This is an optimization exercise on Yosys and OpenROAD, whose aim is small area, a short achievable clock period and few clock cycles, not a production implementation.
The RTL was checked by simulation tests, not by an equivalence proof against the original design.
Power and IR drop assume default switching activity.

<file path="flow/constraint.sdc">
create_clock -name core_clock -period 5.5 [get_ports {clk}]
set_input_delay 1.1000 -clock core_clock [delete_from_list [all_inputs] [get_ports {clk}]]
set_output_delay 1.1000 -clock core_clock [all_outputs]
set_load 0.01 [all_outputs]
</file>
<file path="flow/config.mk">
export PLATFORM = sky130hd
export DESIGN_NAME = cache_lookup_ctrl
export DESIGN_NICKNAME = cache_lookup_ctrl
export VERILOG_FILES = /design/flow/design.v
export SDC_FILE = /design/flow/constraint.sdc
export NUM_CORES = 4
export LEC_CHECK = 0
export CAP_MARGIN = 20
export CORE_MARGIN = 2
export CORE_UTILIZATION = 40
export SLEW_MARGIN = 20
</file>
<file path="flow/run.sh">
#!/bin/bash
# synth_recipe.tcl (not shown) runs the flow's synth.tcl, then flattens the netlist and writes it again
# the make line also repeats each setting of config.mk as NAME=value (left out here)
make -C /OpenROAD-flow-scripts/flow DESIGN_CONFIG=/design/flow/config.mk WORK_HOME=/design/flow/orfs CLKGATE_MAP_FILE= SYNTH_SCRIPT=/design/flow/synth_recipe.tcl finish
</file>
<file path="flow/design.v">
module cache_lookup_ctrl #(
  parameter int unsigned AWIDTH = 6,
  parameter int unsigned WAYS   = 8,
  parameter int unsigned WWIDTH = 3,
  parameter int unsigned TWIDTH = 8
) (
  input  logic                     clk,
  input  logic                     reset,
  input  logic                     cpu_valid,
  output logic                     cpu_ready,
  input  logic [TWIDTH+AWIDTH-1:0] cpu_addr,
  output logic                     resp_valid,
  input  logic                     resp_ready,
  output logic                     resp_hit,
  output logic [WWIDTH-1:0]        resp_way,
  output logic                     mem_req,
  output logic [TWIDTH+AWIDTH-1:0] mem_addr,
  input  logic                     mem_ack,
  output logic [AWIDTH-1:0]        rpl_addr,
  output logic                     rpl_wr,
  output logic                     rpl_hit,
  input  logic [WWIDTH-1:0]        rpl_way
);
  localparam int unsigned Sets = 2 ** AWIDTH;
  typedef enum logic [2:0] {StIdle, StLookup, StRefill, StUpdate, StResp} state_e;
  state_e state_q, state_d;
  logic [TWIDTH-1:0] tag_mem [WAYS][Sets];
  logic [Sets-1:0]   valid_q [WAYS];
  logic [TWIDTH-1:0] req_tag_q, req_tag_d;
  logic [AWIDTH-1:0] req_idx_q, req_idx_d;
  logic [WWIDTH-1:0] way_q, way_d;
  logic              hit_q, hit_d;
  logic              use_ctr_q, use_ctr_d;
  logic              hit_found, inv_found;
  logic [WWIDTH-1:0] hit_way, inv_way;
  always_comb begin
    hit_found = 1'b0;
    hit_way   = '0;
    inv_found = 1'b0;
    inv_way   = '0;
    for (int w = WAYS - 1; w >= 0; w--) begin
      if (valid_q[w][req_idx_q] && (tag_mem[w][req_idx_q] == req_tag_q)) begin
        hit_found = 1'b1;
        hit_way   = WWIDTH'(w);
      end
      if (!valid_q[w][req_idx_q]) begin
        inv_found = 1'b1;
        inv_way   = WWIDTH'(w);
      end
    end
  end
  always_comb begin
    state_d   = state_q;
    req_tag_d = req_tag_q;
    req_idx_d = req_idx_q;
    way_d     = way_q;
    hit_d     = hit_q;
    use_ctr_d = use_ctr_q;
    unique case (state_q)
      StIdle: begin
        if (cpu_valid) begin
          req_tag_d = cpu_addr[TWIDTH+AWIDTH-1:AWIDTH];
          req_idx_d = cpu_addr[AWIDTH-1:0];
          state_d   = StLookup;
        end
      end
      StLookup: begin
        if (hit_found) begin
          way_d     = hit_way;
          hit_d     = 1'b1;
          use_ctr_d = 1'b0;
          state_d   = StResp;
        end else begin
          hit_d     = 1'b0;
          use_ctr_d = !inv_found;
          way_d     = inv_found ? inv_way : rpl_way;
          state_d   = StRefill;
        end
      end
      StRefill: begin
        if (mem_ack) state_d = StUpdate;
      end
      StUpdate: state_d = StResp;
      StResp: begin
        if (resp_ready) state_d = StIdle;
      end
      default: state_d = StIdle;
    endcase
  end
  always_ff @(posedge clk) begin
    if (reset) begin
      state_q   <= StIdle;
      req_tag_q <= '0;
      req_idx_q <= '0;
      way_q     <= '0;
      hit_q     <= 1'b0;
      use_ctr_q <= 1'b0;
    end else begin
      state_q   <= state_d;
      req_tag_q <= req_tag_d;
      req_idx_q <= req_idx_d;
      way_q     <= way_d;
      hit_q     <= hit_d;
      use_ctr_q <= use_ctr_d;
    end
  end
  always_ff @(posedge clk) begin
    if (reset) begin
      for (int w = 0; w < WAYS; w++) valid_q[w] <= '0;
    end else if (state_q == StUpdate) begin
      valid_q[way_q][req_idx_q] <= 1'b1;
    end
  end
  always_ff @(posedge clk) begin
    if (!reset && (state_q == StUpdate)) tag_mem[way_q][req_idx_q] <= req_tag_q;
  end
  always_comb begin
    cpu_ready  = (state_q == StIdle);
    resp_valid = (state_q == StResp);
    resp_hit   = (state_q == StResp) && hit_q;
    resp_way   = (state_q == StResp) ? way_q : '0;
    mem_req    = (state_q == StRefill);
    mem_addr   = (state_q == StRefill) ? {req_tag_q, req_idx_q} : '0;
    rpl_wr     = (state_q == StUpdate) && use_ctr_q;
    rpl_hit    = 1'b0;
    rpl_addr   = (state_q == StIdle) ? cpu_addr[AWIDTH-1:0] : req_idx_q;
  end
endmodule
</file>
==> flow_metrics.tcl, run 1 <==
set metrics [dict create \
    reg2reg_slack_ps 280 \
    required_ps 6450 \
    wire_per_inst_um 34.49 \
    swShare_pct 23.24 \
    synth_edf_count 4608 \
    viasPerCell 5.989 \
    yosys.area.top_type_share_pct 74.06 \
    first_pass_iters 8 \
    gp_congestion 0.9521 \
    p_int_mw 59.91 \
    cts_tree "built" \
    synth_flop_cell "edfxtp_1" \
    total_power_mw 78.04 \
    yosysTopAreaCell "edfxtp_1" \
    status "no timing/DRC/antenna violations" \
    fin_cells 17380 \
    syn_avg_cell_area_um2 18.75 \
    drt-total-wl_mm 599.6 \
    cts-root-buf "clkbuf_16" \
    antenna_found_initial 49 \
    maxCapViolCount 0 \
    ir_drop_uv 277.9 \
    critPathMaxFanout 55 \
    drc_errors 0 \
    gr-total-overflow 0 \
    ctsHoldBuffers 0 \
    utilization_pct 46.46 \
    place_area_um2 200200 \
    final_common_cell "edfxtp_1" \
    critical_path_class "reg2reg" \
    synth_area_um2 186800 \
    coreArea_um2 464500 \
    yosysWarnings 1 \
    synthArstFlopShare_pct 0 \
    drt_first_iter_violations 15750 \
    final_cell_mix "edfxtp_1, nor2_1, buf_4" \
    rsz0062_at_grt "false" \
    setup_viol 0 \
    dpl.hpwl_mm 394.0 \
    synth_area_leaders "edfxtp_1, mux4_2, mux2i_1" \
    power.leakage_nw 69.09 \
    worst_slew_pin_slew_ps 1210 \
    cts_buffers 462 \
    die_y_um 687.4 \
    clkPwrFrac_pct 41.4 \
    netlist_instances 9963 \
    rows 250 \
    comb_power_share_pct 8.1 \
    grtUsageTotal_pct 24.89 \
    port_buffers 49 \
    n_fill_cell 38660 \
    relSlewSlack_pct 19.17 \
    hold_violations 0 \
    htreeDepth 5 \
    drv_slew 0 \
    start_kind "flop" \
    p_switching_mw 18.14 \
    ant_nets 0 \
    fmax_mhz 191.7 \
    start_util_pct 40.22 \
    cp-end-kind "flop" \
    synth_cell_types 96 \
    synthesis.nets 9985 \
    dp_cells 16500 \
    clock_latency_ps 1050 \
    io_pins 51 \
    ys_seq_area_share_pct 74.36 \
    clk_pin_slew_worst_paths_ps 70 \
    hold_path_class "in2reg" \
    clockBufferDepth 4 \
    power_density_nw_per_um2 361.6 \
    grt_max_degree 152 \
    cts.sinks 4636 \
    die_w_um 687.4 \
    final_area_um2 215800 \
    drive_above_1_share_pct 29.40 \
    grt_pass1_vias 102200 \
    grt_pass1_wl_mm 821.3 \
    cts_resized 0 \
    post-route-period-util_pct 94.86 \
    whs_path_depth 2 \
    pwr-share-seq_pct 50.6 \
    clock_skew_ps 84.49 \
    area_growth_pct 15.51 \
    final_nets 10810 \
    post-route-min-period_ps 5217 \
    worstRegToRegCells 14 \
    crit_arrival_ps 6170 \
    dieArea_um2 472600 \
    ys_ff_latch 4636 \
    post_cts_buffers 0 \
    vias 104100 \
]
## power by group through the flow
stage	clock (mW)	combinational (mW)	sequential (mW)
CTS	32.6	6.23	39.5
finish	32.3	6.28	39.5
global placement	0	6.13	40.2
floorplan	0	3.28	40.4
detailed placement	0	6.22	40.2
global route	33.9	6.46	39.4
## cell families (layout without fill, tap and decap cells)
group,Yosys count,count (layout),synth area share [%]
compound gates,778,778,2.992
xor+xnor,88,88,0.4125
buf+inv,723,1952,2.142
flops,4636,4636,74.36
mux,1532,1532,14.51
other cells,1,18,0.002007
simple gates,2205,2205,5.581
## cell usage after synthesis (28+ instances only)
library cell,number
o22ai_1,83
mux2i_1,566
mux2_2,31
buf_6,77
dfxtp_1,28
buf_1,39
buf_2,115
mux4_2,927
nor3_1,50
nor2_1,1104
or2_2,517
a22oi_1,359
o21ai_0,47
edfxtp_1,4608
clkbuf_1,355
a21oi_1,103
nand3_1,88
buf_4,114
xnor2_1,48
xor2_1,40
nand2_1,242
nand4_1,50
## final cells by class
| class | instances | area (µm²) | share of cell area [%] |
|---|---|---|---|
| Multi-Input combinational cell | 4604 | 44130 | 20.45 |
| Timing Repair Buffer | 1074 | 9349 | 4.332 |
| Tap cell | 6174 | 7725 | 3.580 |
| Antenna cell | 17 | 42.54 | 0.01971 |
| Inverter | 13 | 57.56 | 0.02667 |
| Clock inverter | 325 | 3508 | 1.626 |
| Sequential cell | 4636 | 139000 | 64.41 |
| Clock buffer | 540 | 11990 | 5.556 |
## path summary, 6_finish.rpt
check	start	to
worst max-delay path	req_idx_q[1]	way_q[0]
worst min-delay path	reset	way_q[2]
worst max register to register	req_idx_q[1]	way_q[0]
worst min register to register	use_ctr_q	use_ctr_q
## flip-flops by register name, summed over array words and instances, names as in the netlist, named ones only
register	cells
state_q	3
tag_mem	4096
valid_q	512
req_tag_q	8
hit_q	1
req_idx_q	6
way_q	3
use_ctr_q	1
## metal layers
layer	vias up	routed length (µm)	GRT usage [%]
li1	41470	-	-
met1	54900	223800	33.08
met2	6487	275600	38.73
met3	1232	66050	5.856
met4	26	33960	12.03
met5	-	208	0
## worst max-delay path: stages, from the launching register on
cell	delay (ps)
dfxtp_4	820
buf_12	380
buf_12	290
mux4_2	350
mux2i_1	560
a211oi_1	200
xnor2_1	190
nor4_1	90
o211ai_1	840
buf_4	260
o22ai_2	110
nor4_4	250
buf_4	180
o2111ai_1	140
a31oi_1	180
## stage by stage
stage | setup TNS, ps | hold slack [ps] | setup slack (ps)
2_1_floorplan | 0 | 427.4 | 968.4
3_3_place_gp | -7210 | 457.6 | -1168
3_5_place_dp | 0 | 442.2 | 430.0
4_1_cts | 0 | 346.3 | 401.5
5_1_grt | 0 | 405.2 | 167.7
6_report | 0 | 417.5 | 282.6
Testbench counts, summed over its fixed seeds: cycles 56,979.
==> run 2: changes to the inputs <==
==> flow/design.v (replaced) <==
module cache_lookup_ctrl #(
  parameter int unsigned AWIDTH = 6,
  parameter int unsigned WAYS   = 8,
  parameter int unsigned WWIDTH = 3,
  parameter int unsigned TWIDTH = 8
) (
  input  logic                     clk,
  input  logic                     reset,
  input  logic                     cpu_valid,
  output logic                     cpu_ready,
  input  logic [TWIDTH+AWIDTH-1:0] cpu_addr,
  output logic                     resp_valid,
  input  logic                     resp_ready,
  output logic                     resp_hit,
  output logic [WWIDTH-1:0]        resp_way,
  output logic                     mem_req,
  output logic [TWIDTH+AWIDTH-1:0] mem_addr,
  input  logic                     mem_ack,
  output logic [AWIDTH-1:0]        rpl_addr,
  output logic                     rpl_wr,
  output logic                     rpl_hit,
  input  logic [WWIDTH-1:0]        rpl_way
);
  localparam int unsigned Sets = 2 ** AWIDTH;
  logic [WAYS-1:0][TWIDTH-1:0] tag_q [Sets];
  logic [WWIDTH:0]             cnt_q [Sets];
  logic              look_q;    
  logic              wait_q;    
  logic              hold_q;    
  logic [TWIDTH-1:0] req_tag_q;
  logic [AWIDTH-1:0] req_idx_q;
  logic              hit_q;     
  logic [WWIDTH-1:0] hway_q;    
  logic [WWIDTH:0]   cnt_q_r;   
  logic              rhit_q;    
  logic [WWIDTH-1:0] way_q;
  logic [AWIDTH-1:0] cpu_idx;
  logic [TWIDTH-1:0] cpu_tag;
  assign cpu_idx = cpu_addr[AWIDTH-1:0];
  assign cpu_tag = cpu_addr[TWIDTH+AWIDTH-1:AWIDTH];
  logic              miss, full;
  logic [WWIDTH-1:0] victim;
  always_comb begin
    miss   = look_q && !hit_q;
    full   = cnt_q_r[WWIDTH];
    victim = full ? rpl_way : cnt_q_r[WWIDTH-1:0];
  end
  logic [WAYS-1:0][TWIDTH-1:0] rd_tag;
  logic [WWIDTH:0]   rd_cnt, cnt_new;
  logic              fw;
  logic [WAYS-1:0]   match;
  logic              hit_new;
  logic [WWIDTH-1:0] hway_new;
  always_comb begin
    rd_tag  = tag_q[cpu_idx];
    rd_cnt  = cnt_q[cpu_idx];
    fw      = miss && (cpu_idx == req_idx_q);
    cnt_new = rd_cnt + {{WWIDTH{1'b0}}, fw && !full};
    for (int w = 0; w < WAYS; w++) begin
      if (fw && (victim == WWIDTH'(w)))
        match[w] = (req_tag_q == cpu_tag);
      else
        match[w] = ((WWIDTH+1)'(w) < rd_cnt) && (rd_tag[w] == cpu_tag);
    end
    hit_new  = |match;
    hway_new = '0;
    for (int w = 0; w < WAYS; w++)
      if (match[w]) hway_new = hway_new | WWIDTH'(w);
  end
  logic accept;
  always_comb begin
    mem_req    = miss || wait_q;
    mem_addr   = {req_tag_q, req_idx_q};
    resp_valid = (look_q && hit_q) || (mem_req && mem_ack) || hold_q;
    resp_hit   = look_q ? hit_q : rhit_q;
    resp_way   = look_q ? (hit_q ? hway_q : victim) : way_q;
    rpl_addr   = req_idx_q;
    rpl_wr     = miss && full;
    rpl_hit    = 1'b0;
    cpu_ready  = !(look_q || wait_q || hold_q) || (resp_valid && resp_ready);
    accept     = cpu_valid && cpu_ready;
  end
  always_ff @(posedge clk) begin
    if (reset) begin
      look_q <= 1'b0;
      wait_q <= 1'b0;
      hold_q <= 1'b0;
    end else begin
      look_q <= accept;
      wait_q <= mem_req && !mem_ack;
      hold_q <= resp_valid && !resp_ready;
    end
  end
  always_ff @(posedge clk) begin
    if (accept) begin
      req_tag_q <= cpu_tag;
      req_idx_q <= cpu_idx;
      hit_q     <= hit_new;
      hway_q    <= hway_new;
      cnt_q_r   <= cnt_new;
    end
    if (look_q) begin
      rhit_q <= hit_q;
      way_q  <= hit_q ? hway_q : victim;
    end
  end
  for (genvar s = 0; s < Sets; s++) begin : g_set
    always_ff @(posedge clk) begin
      if (reset) cnt_q[s] <= '0;
      else if (miss && !full && (req_idx_q == AWIDTH'(s))) cnt_q[s] <= cnt_q_r + 1'b1;
    end
    for (genvar w = 0; w < WAYS; w++) begin : g_way
      always_ff @(posedge clk) begin
        if (miss && (req_idx_q == AWIDTH'(s)) && (victim == WWIDTH'(w))) tag_q[s][w] <= req_tag_q;
      end
    end
  end
endmodule
--- a/flow/config.mk
+++ b/flow/config.mk
@@ -7,5 +7,8 @@
 export LEC_CHECK = 0
-export CAP_MARGIN = 20
+export CAP_MARGIN = 30
 export CORE_MARGIN = 2
 export CORE_UTILIZATION = 40
-export SLEW_MARGIN = 20
+export CTS_CLUSTER_DIAMETER = 80
+export CTS_CLUSTER_SIZE = 20
+export SETUP_SLACK_MARGIN = 2
+export SLEW_MARGIN = 40
==> flow_metrics.tcl, run 2 <==
set metrics [dict create \
    cts-root-buf "clkbuf_16" \
    met2WireLength_mm 352.8 \
    hold_path_class "in2reg" \
    crit_path_top_delay_cell "nor2_1" \
    hold_violations 0 \
    cpMostUsedCell "buf_4" \
    worstRegToRegCells 14 \
    area_growth_pct 19.37 \
    worstPathCellList "buf_16, buf_12, buf_4, nand2b_2, buf_12, nor2_1, a21oi_1, nand4_1, nor4_2, buf_4, a21oi_1, xnor2_1, nand4_1, o31ai_2, buf_4, a311oi_2, buf_4, nand4bb_1" \
    htreeDepth 5 \
    io_pins 51 \
    gr-total-overflow 0 \
    swShare_pct 23.74 \
    synthesis.nets 10860 \
    wire_per_inst_um 49.64 \
    power.leakage_nw 64.18 \
    crit_arrival_ps 5290 \
    synthArstFlopShare_pct 0 \
    cts_buffers 266 \
    wl_met3_mm 150.4 \
    coreArea_um2 416300 \
    final_nets 12040 \
    grtUsageTotal_pct 40.20 \
    whs_path_depth 2 \
    regMostFlops "tag_q" \
    gp_congestion 1.032 \
    top_regs "tag_q x4096, cnt_q x256, req_tag_q x8" \
    pre_cts_slack_ps -879.1 \
    setup_ws_ps 1073 \
    synth_area_um2 167100 \
    fmax_mhz 225.9 \
    synth.most_common_cell "edfxtp_1" \
    ys_ff_latch 4381 \
    netlist_instances 10830 \
    cts_tree "built" \
    first_pass_iters 10 \
    clock_latency_ps 1000 \
    maxCapViolCount 0 \
    p_switching_mw 14.60 \
    drc_errors 0 \
    die_y_um 650.4 \
    cp_num_buf_inv 7 \
    cp-end-kind "flop" \
    final_common_cell "edfxtp_1" \
    fin_tns_setup_ps 0 \
    rsz0062_at_grt "true" \
    power_density_nw_per_um2 308.3 \
    ys_seq_area_share_pct 77.14 \
    ant_nets 0 \
    hp-start "reset" \
    grt_pass1_wl_mm 1125 \
    drv_slew 0 \
    met1Wirelength_mm 295.0 \
    r2r_start "tag_q[38][63]" \
    synth_edf_count 4118 \
    synth_flop_cell "edfxtp_1" \
    yosys.area.top_type_share_pct 73.99 \
    critPathMaxFanout 10 \
    p_int_mw 46.90 \
    total_power_mw 61.50 \
    critical_path_class "in2reg" \
    post-route-period-util_pct 80.48 \
    drt-total-wl_mm 878.3 \
    cts.sinks 4381 \
    reg2reg_slack_ps 1620 \
    grt_pass1_vias 113300 \
    port_buffers 49 \
    required_ps 6370 \
    syn_avg_cell_area_um2 15.43 \
    synth_area_leaders "edfxtp_1, a22oi_1, nand3_1" \
    clockBufferDepth 4 \
    drt_first_iter_violations 30750 \
    grt_max_degree 193 \
    rows 237 \
    vias 127400 \
    worst_slew_pin_slew_ps 1011 \
    clock_skew_ps 65.06 \
    pwr-share-seq_pct 59.4 \
    drive_above_1_share_pct 21.36 \
    viasPerCell 7.202 \
    comb_power_share_pct 6.5 \
    routed.top_layer "met5" \
    synth_cell_types 86 \
    largest_reg_flops 4096 \
    start_kind "input port" \
    dpl.hpwl_mm 565.3 \
    relSlewSlack_pct 32.41 \
    start_util_pct 40.14 \
    hold_end "look_q" \
    dieArea_um2 423000 \
    yosysWarnings 3 \
    ir_drop_uv 306.3 \
    die_w_um 650.4 \
    post-route-min-period_ps 4427 \
    synth_commonest_cells "edfxtp_1, nand3_1, a22oi_1" \
    clk_pin_slew_worst_paths_ps 90 \
    critical-path-max-stage-delay_ps 760 \
    worstReg2RegEnd "hit_q" \
    setup_viol 0 \
    final_cell_mix "edfxtp_1, buf_4, nand3_1" \
    clkPwrFrac_pct 34.0 \
    antenna_found_initial 104 \
    crit_family "simple AND/OR/NAND/NOR gates" \
    status "no timing/DRC/antenna violations" \
    yosysTopAreaCell "edfxtp_1" \
]
[run 2: cell types whose count changed after synthesis, sizes merged, moves of 131 or more]
cell,before,now
nand3,88,1091
mux4,935,1
a22oi,361,1061
or2,517,4
edfxtp,4608,4118
nand4,50,513
mux2i,566,164
dfxtp,28,263
nor2,1106,922
and3,12,174
buf,354,485
[run 2: worst max path at each step]
stage                             from         to  cells after the start
after floorplan           req_tag_q[1]      hit_q                      9
after global placement     cpu_addr[5]  hway_q[0]                     17
after detailed placement   cpu_addr[5]  hway_q[0]                     17
after CTS                  cpu_addr[0]      hit_q                     17
after global routing       cpu_addr[5]      hit_q                     19
final                      cpu_addr[2]      hit_q                     18
[run 2: layer usage]
metal	vias to the layer above	global-route usage [%]
li1	45670	-
met1	64150	50.92
met2	14270	55.06
met3	3287	16.77
met4	44	29.17
met5	-	0
[run 2: cells by family after synthesis]
logic type               count (synthesis)  synth area share, %
AO/OA/AOI/OAI                         1914                8.524
flip-flops                            4381                77.14
buffers and inverters                  846                2.364
adder cells (fa/ha/maj)                  3              0.02246
AND/OR/NAND/NOR                       3418                10.32
multiplexers                           212                1.312
XOR/XNOR                                59               0.3092
other                                    1             0.002244
[run 2: per-stage QoR]
step | std cells | utilization (%) | hold slack (ps) | cell area [µm²]
floorplan | 10830 | - | 449.0 | 167100
global placement | 16980 | 44.44 | 458.1 | 185000
detailed placement | 16990 | 44.56 | 466.4 | 185500
CTS | 17570 | 47.60 | 461.9 | 198200
global route | 17620 | 47.87 | 485.4 | 199300
finish | 17690 | 47.92 | 469.4 | 199500
[run 2: cell type report]
cell class / count / area (µm²)
clock inverter: 53 / 719.4
antenna: 95 / 237.7
tap: 5497 / 6878
multi-input combinational: 5607 / 37320
clock buffer: 300 / 6879
fill: 35600 / 216800
timing repair buffer: 1746 / 18470
sequential: 4381 / 128900
inverter: 15 / 60.06
[run 2: repair_timing]
item                                   4_1_cts  5_1_grt
setup endpoints to repair                 1023       33
gates resized for setup                    489      114
hold buffers                                 0        0
endpoints found under the hold margin        0        0
cloned                                      28        1
buffers inserted                           207       12
pin swaps                                  132       63
[run 2: power groups by stage]
stage | Sequential (mW) | Combinational (mW) | Clock (mW)
2_1_floorplan | 37.9 | 1.08 | 0
3_3_place_gp | 37.3 | 3.28 | 0
3_5_place_dp | 37.3 | 3.34 | 0
4_1_cts | 36.6 | 3.67 | 20.7
5_1_grt | 36.6 | 3.92 | 21.8
6_report | 36.6 | 4.01 | 20.9
Testbench counts of run 2, summed over its fixed seeds: cycles 21,037.
==> run 3: changes to the inputs <==
--- a/flow/design.v
+++ b/flow/design.v
@@ -97,6 +97,6 @@
       req_idx_q <= cpu_idx;
-      hit_q     <= hit_new;
-      hway_q    <= hway_new;
-      cnt_q_r   <= cnt_new;
     end
+    hit_q   <= hit_new;
+    hway_q  <= hway_new;
+    cnt_q_r <= cnt_new;
     if (look_q) begin
--- a/flow/config.mk
+++ b/flow/config.mk
@@ -9,3 +9,3 @@
 export CORE_MARGIN = 2
-export CORE_UTILIZATION = 40
+export CORE_UTILIZATION = 50
 export CTS_CLUSTER_DIAMETER = 80
==> flow_metrics.tcl, run 3 <==
set metrics [dict create \
    pre_cts_slack_ps -486.1 \
    die_y_um 577.2 \
    hp-start "cpu_addr[7]" \
    wire_per_inst_um 55.93 \
    cts_buffers 264 \
    cts_tree "built" \
    netlist_instances 10220 \
    synth_cell_types 87 \
    dieArea_um2 333100 \
    gr-total-overflow 0 \
    place_area_um2 181000 \
    final_nets 11400 \
    required_ps 6470 \
    die_w_um 577.2 \
    hold_violations 0 \
    reg2reg_slack_ps 1640 \
    drt-total-wl_mm 889.9 \
    cpMostUsedCell "buf_4" \
    grt_pass1_wl_mm 1121 \
    worstReg2RegEnd "tag_q[41][21]" \
    start_kind "input port" \
    drt_first_iter_violations 29330 \
    worst_slew_pin_slew_ps 1083 \
    drc_errors 0 \
    clock_latency_ps 1050 \
    crit_path_top_delay_cell "a2111o_1" \
    post-route-min-period_ps 4136 \
    comb_power_share_pct 5.7 \
    power.leakage_nw 63.17 \
    post-route-period-util_pct 75.20 \
    dpl.hpwl_mm 573.9 \
    regMostFlops "tag_q" \
    crit_arrival_ps 5100 \
    cts-root-buf "clkbuf_16" \
    synth_edf_count 4110 \
    grt_max_degree 179 \
    htreeDepth 5 \
    p_switching_mw 14.00 \
    critPathMaxFanout 15 \
    swShare_pct 23.03 \
    setup_ws_ps 1364 \
    synth_flop_cell "edfxtp_1" \
    worstPathCellList "bufbuf_16, nor2b_4, buf_4, buf_4, a22o_1, a31oi_4, nand4_1, nor4_4, a21oi_1, xnor2_1, a2111o_1, nor3_4, buf_6, nor3_2, buf_4, nand4_1" \
    fin_cells 15910 \
    critical_path_class "in2reg" \
    power_density_nw_per_um2 312.8 \
    pwr-share-seq_pct 60.1 \
    yosysTopAreaCell "edfxtp_1" \
    first_pass_iters 8 \
    yosys.area.top_type_share_pct 75.13 \
    relSlewSlack_pct 27.80 \
    ys_seq_area_share_pct 78.43 \
    viasPerCell 7.743 \
    drive_above_1_share_pct 21.53 \
    cts.sinks 4381 \
    path_depth 16 \
    synth_commonest_cells "edfxtp_1, a22oi_1, nor2_1" \
    clkPwrFrac_pct 34.2 \
    coreArea_um2 327100 \
    synthArstFlopShare_pct 0 \
    clk_pin_slew_worst_paths_ps 90 \
    io_pins 51 \
    antenna_found_initial 131 \
    yosysWarnings 3 \
    maxCapViolCount 0 \
    ctsHoldBuffers 0 \
    ant_nets 0 \
    p_int_mw 46.77 \
    setup_viol 0 \
    grtUsageTotal_pct 52.44 \
    crit_family "simple AND/OR/NAND/NOR gates" \
    synth.most_common_cell "edfxtp_1" \
    fmax_mhz 241.8 \
    hold_path_class "in2reg" \
    r2r_start "req_idx_q[3]" \
    final_common_cell "edfxtp_1" \
    syn_avg_cell_area_um2 16.08 \
    cp-end-kind "flop" \
    clock_skew_ps 47.74 \
    utilization_pct 59.38 \
    grt_pass1_vias 108700 \
    rows 210 \
    hold_slack_ps 476.5 \
    dp_cells 15240 \
    top_regs "tag_q x4096, cnt_q x256, req_tag_q x8" \
    n_fill_cell 24970 \
    status "no timing/DRC/antenna violations" \
    ys_ff_latch 4381 \
    final_cell_mix "edfxtp_1, a22oi_1, buf_4" \
    final_area_um2 194200 \
    synth_area_um2 164300 \
    worstRegToRegCells 6 \
    area_growth_pct 18.24 \
    rsz0062_at_grt "true" \
    synthesis.nets 10240 \
    vias 123200 \
    clockBufferDepth 4 \
    largest_reg_flops 4096 \
    critPathLaunch "cpu_addr[5]" \
    synth_area_leaders "edfxtp_1, a22oi_1, dfxtp_1" \
    start_util_pct 50.22 \
    cp_num_buf_inv 5 \
    gp_congestion 1.066 \
    critical-path-max-stage-delay_ps 580 \
    worstSetupEndpoint "hit_q" \
    drv_slew 0 \
    port_buffers 49 \
    ir_drop_uv 289.3 \
]
-- run 3: changes by cell type after synthesis, moves of 58 or more --
cell	before	now
a22oi_1	1061	1582
nand2_1	293	392
nor2_1	915	857
nand4_1	513	313
mux2i_1	164	93
and3_1	174	259
a21oi_1	159	249
nand3_1	1091	178
-- run 3: cell families after synthesis --
group | synth area share, %
flip-flops | 78.43
AO/OA/AOI/OAI | 11.34
AND/OR/NAND/NOR | 6.919
buffers and inverters | 2.107
multiplexers | 0.8203
XOR/XNOR | 0.3572
adder cells (fa/ha/maj) | 0.02285
other | 0.002283
-- run 3: what timing repair did --
action                                  in CTS  in global routing
endpoints found under the setup margin      55                 62
gates resized for setup                    430                157
pin swaps                                   87                 61
cloned                                      18                  5
setup buffers                              134                 40
-- run 3: power groups by stage --
stage / Sequential, mW / Clock, mW / Combinational (mW)
6_report: 36.5 / 20.8 / 3.44
5_1_grt: 36.5 / 21.6 / 3.33
4_1_cts: 36.5 / 20.5 / 3.11
3_5_place_dp: 37.3 / 0 / 2.88
3_3_place_gp: 37.3 / 0 / 2.84
2_1_floorplan: 37.9 / 0 / 0.812
-- run 3: per-layer routing --
| metal | track usage [%] | vias up | share of wire [%] |
|---|---|---|---|
| met5 | 0.8083 | - | 0.075 |
| met4 | 38.23 | 78 | 8.7 |
| met3 | 22.40 | 3181 | 17 |
| met2 | 71.25 | 14350 | 41 |
| met1 | 66.93 | 62090 | 33 |
| li1 | - | 43490 | - |
-- run 3: worst min-delay path by stage --
stage / cells after the start / to / slack, ps
6_report: 1 / req_tag_q[1] / 480
5_1_grt: 1 / req_tag_q[1] / 490
4_1_cts: 2 / cnt_q[45][3] / 470
3_5_place_dp: 2 / cnt_q[45][3] / 460
3_3_place_gp: 2 / cnt_q[61][3] / 460
2_1_floorplan: 2 / cnt_q[45][3] / 450
-- run 3: metrics by stage --
step | setup TNS, ps | power, mW
finish | 0 | 60.76
global route | 0 | 61.44
CTS | 0 | 60.15
detailed placement | -1267 | 40.19
global placement | -3136 | 40.15
floorplan | -9038200 | 38.69
-- run 3: final cells by class --
cell class / count / area, µm² / area share (%)
timing repair buffer: 1644 / 16940 / 8.719
clock buffer: 305 / 6994 / 3.601
clock inverter: 40 / 530.5 / 0.2731
antenna: 114 / 285.3 / 0.1469
sequential: 4381 / 128900 / 66.34
tap: 4346 / 5438 / 2.799
multi-input combinational: 5063 / 35140 / 18.09
inverter: 17 / 66.31 / 0.03414
Testbench counts of run 3, summed over its fixed seeds: cycles 21,037.
==> run 4: changes to the inputs <==
--- a/flow/config.mk
+++ b/flow/config.mk
@@ -9,3 +9,3 @@
 export CORE_MARGIN = 2
-export CORE_UTILIZATION = 50
+export CORE_UTILIZATION = 55
 export CTS_CLUSTER_DIAMETER = 80
@@ -14 +14,2 @@
 export SLEW_MARGIN = 40
+export TNS_END_PERCENT = 5
==> flow_metrics.tcl, run 4 <==
set metrics [dict create \
    cts.sinks 4381 \
    ant_nets 0 \
    die_y_um 550.5 \
    port_buffers 49 \
    die_w_um 550.5 \
    synth_area_um2 164300 \
    fmax_mhz 239.3 \
    yosysTopAreaCell "edfxtp_1" \
    clock_skew_ps 48.14 \
    hold_violations 0 \
    hp-start "cnt_q[52][1]" \
    critPathMaxFanout 28 \
    critical_path_class "in2reg" \
    viasPerCell 8.043 \
    antenna_found_initial 112 \
    largest_reg_flops 4096 \
    regMostFlops "tag_q" \
    drt-total-wl_mm 862.1 \
    dpl.hpwl_mm 553.1 \
    synth_edf_count 4110 \
    synth_cell_types 87 \
    ys_seq_area_share_pct 78.43 \
    clock_latency_ps 1010 \
    status "no timing/DRC/antenna violations" \
    ys_ff_latch 4381 \
    grt_pass1_wl_mm 1081 \
    final_nets 11440 \
    netlist_instances 10220 \
    worst_slew_pin_slew_ps 1146 \
    fin_tns_setup_ps 0 \
    ir_drop_uv 303.0 \
    first_pass_iters 10 \
    vias 125400 \
    rows 200 \
    drv_slew 0 \
    grtUsageTotal_pct 55.46 \
    critPathLaunch "cpu_addr[1]" \
    area_growth_pct 18.54 \
    grt_max_degree 194 \
    relSlewSlack_pct 23.57 \
    cts-root-buf "clkbuf_16" \
    post-route-period-util_pct 75.97 \
    rsz0062_at_grt "true" \
    clk_pin_slew_worst_paths_ps 80 \
    gr-total-overflow 0 \
    syn_avg_cell_area_um2 16.08 \
    yosys.area.top_type_share_pct 75.13 \
    cts_tree "built" \
    drt_first_iter_violations 32320 \
    post-route-min-period_ps 4178 \
    cts_buffers 266 \
    wire_per_inst_um 55.29 \
    crit_arrival_ps 5030 \
    htreeDepth 5 \
    final_cell_mix "edfxtp_1, a22oi_1, buf_4" \
    synth_flop_cell "edfxtp_1" \
    dieArea_um2 303100 \
    gp_congestion 1.074 \
    drc_errors 0 \
    power_density_nw_per_um2 311.3 \
    pre_cts_slack_ps -536.4 \
    synth_commonest_cells "edfxtp_1, a22oi_1, nor2_1" \
    r2r_start "req_idx_q[1]" \
    yosysWarnings 3 \
    cp-end-kind "flop" \
    synthesis.nets 10240 \
    synthArstFlopShare_pct 0 \
    grt_pass1_vias 109100 \
    clockBufferDepth 4 \
    synth.most_common_cell "edfxtp_1" \
    coreArea_um2 297000 \
    ctsHoldBuffers 0 \
    hold_slack_ps 478.5 \
    start_kind "input port" \
    dp_cells 14770 \
    power.leakage_nw 63.58 \
    required_ps 6350 \
    io_pins 51 \
    top_regs "tag_q x4096, cnt_q x256, req_tag_q x8" \
    maxCapViolCount 0 \
    fin_cells 15590 \
    setup_ws_ps 1322 \
    hold_path_class "reg2reg" \
    total_power_mw 60.61 \
    setup_viol 0 \
    start_util_pct 55.30 \
    final_common_cell "edfxtp_1" \
    drive_above_1_share_pct 22.26 \
    synth_area_leaders "edfxtp_1, a22oi_1, dfxtp_1" \
]
-- run 4: cell counts after synthesis --
No cell type changed its count.
-- run 4: kinds of logic after synthesis --
logic type	share of synthesized area, %
adder cells (fa/ha/maj)	0.02285
flip-flops	78.43
buffers and inverters	2.107
AO/OA/AOI/OAI	11.34
multiplexers	0.8203
other	0.002283
AND/OR/NAND/NOR	6.919
XOR/XNOR	0.3572
-- run 4: worst paths after layout --
path | end | slack [ps] | cells past startpoint
hold reg to reg | cnt_q[52][1] | 480 | 2
setup reg to reg | tag_q[2][55] | 1510 | 5
setup / recovery | hway_q[0] | 1320 | 17
hold / removal | cnt_q[52][1] | 480 | 2
-- run 4: repair_timing --
action | in CTS | in global routing
buffers inserted | 144 | 138
endpoints found under the setup margin | 472 | 214
cloned | 10 | 17
pin swaps | 81 | 159
resized for setup | 326 | 306
-- run 4: critical path: stages --
cell,delay [ps]
buf_16,150
or2_4,210
buf_12,130
buf_6,200
nor2_4,70
buf_12,160
a22oi_1,480
nand4_1,470
nor4_2,350
a21oi_1,160
xnor2_1,160
nand4_1,180
buf_12,140
o32ai_4,80
buf_6,190
buf_4,140
or4_1,400
-- run 4: power breakdown --
part / leakage, nW / total [mW] / internal (mW) / switching (mW)
logic: 20.8 / 3.49 / 0.938 / 2.55
registers: 39.1 / 36.5 / 36.5 / 0.0302
clock network: 3.65 / 20.6 / 9.25 / 11.3
total: 63.6 / 60.6 / 46.7 / 13.9
-- run 4: layer usage --
layer,vias to the layer above,global-route usage [%],part of all wire [%]
li1,43680,-,-
met1,61980,69.24,31
met2,15920,73.27,39
met3,3764,27.78,20
met4,79,41.99,9.5
met5,-,1.861,0.17
-- run 4: per-stage QoR --
| step | cell area, µm² | utilization (%) |
|---|---|---|
| floorplan | 164300 | - |
| global placement | 179300 | 60.38 |
| detailed placement | 180100 | 60.62 |
| CTS | 190800 | 64.24 |
| global route | 194400 | 65.44 |
| finish | 194700 | 65.55 |
-- run 4: cell type report --
cell class / instances / area [µm²]
antenna: 161 / 402.9
clock buffer: 309 / 7029
clock inverter: 36 / 455.4
fill: 20670 / 102300
inverter: 17 / 65.06
multi-input combinational: 5063 / 35550
sequential: 4381 / 128900
tap: 3939 / 4928
timing repair buffer: 1688 / 17430

-- static timing again, ports no longer ideal --
The results above use ideal ports. As a check the final layouts listed here were re-extracted and re-timed, cells and wires unchanged.
Step 1: set_driving_cell puts a clkbuf_16 on clk and a buf_2 on each other input, an assumption about the parent block.
Step 2 adds t to the input delays and takes it off the output delays; t is the mean of the earliest and latest rising clock arrival at the registers after step 1. Input paths then give back, and output paths get back, about the clock's delay inside the block.
a / b / c = no drivers / after step 1 / after step 2; a / b = the first two.
run | shift t [ns] | setup slack, ns | slew at the worst register clock pin (ns) | worst slew at a driven data input, ns | cell pins on the clock port's net
run 1 | 1.130 | 0.283 / 0.283 / 0.283 | 0.07 / 0.07 | 0.08 | 1
run 2 | 1.093 | 1.073 / 0.940 / -0.153 | 0.10 / 0.10 | 0.34 | 1
run 3 | 1.118 | 1.364 / 1.092 / -0.025 | 0.10 / 0.10 | 0.43 | 1
run 4 | 1.098 | 1.322 / 1.106 / 0.008 | 0.09 / 0.09 | 0.53 | 1
With both steps, setup timing fails in run 2 and run 3, where it was met with ideal ports. The setup slack of run 3, which loses most, moves by -0.272 ns with the drivers and by -1.389 ns with both steps.
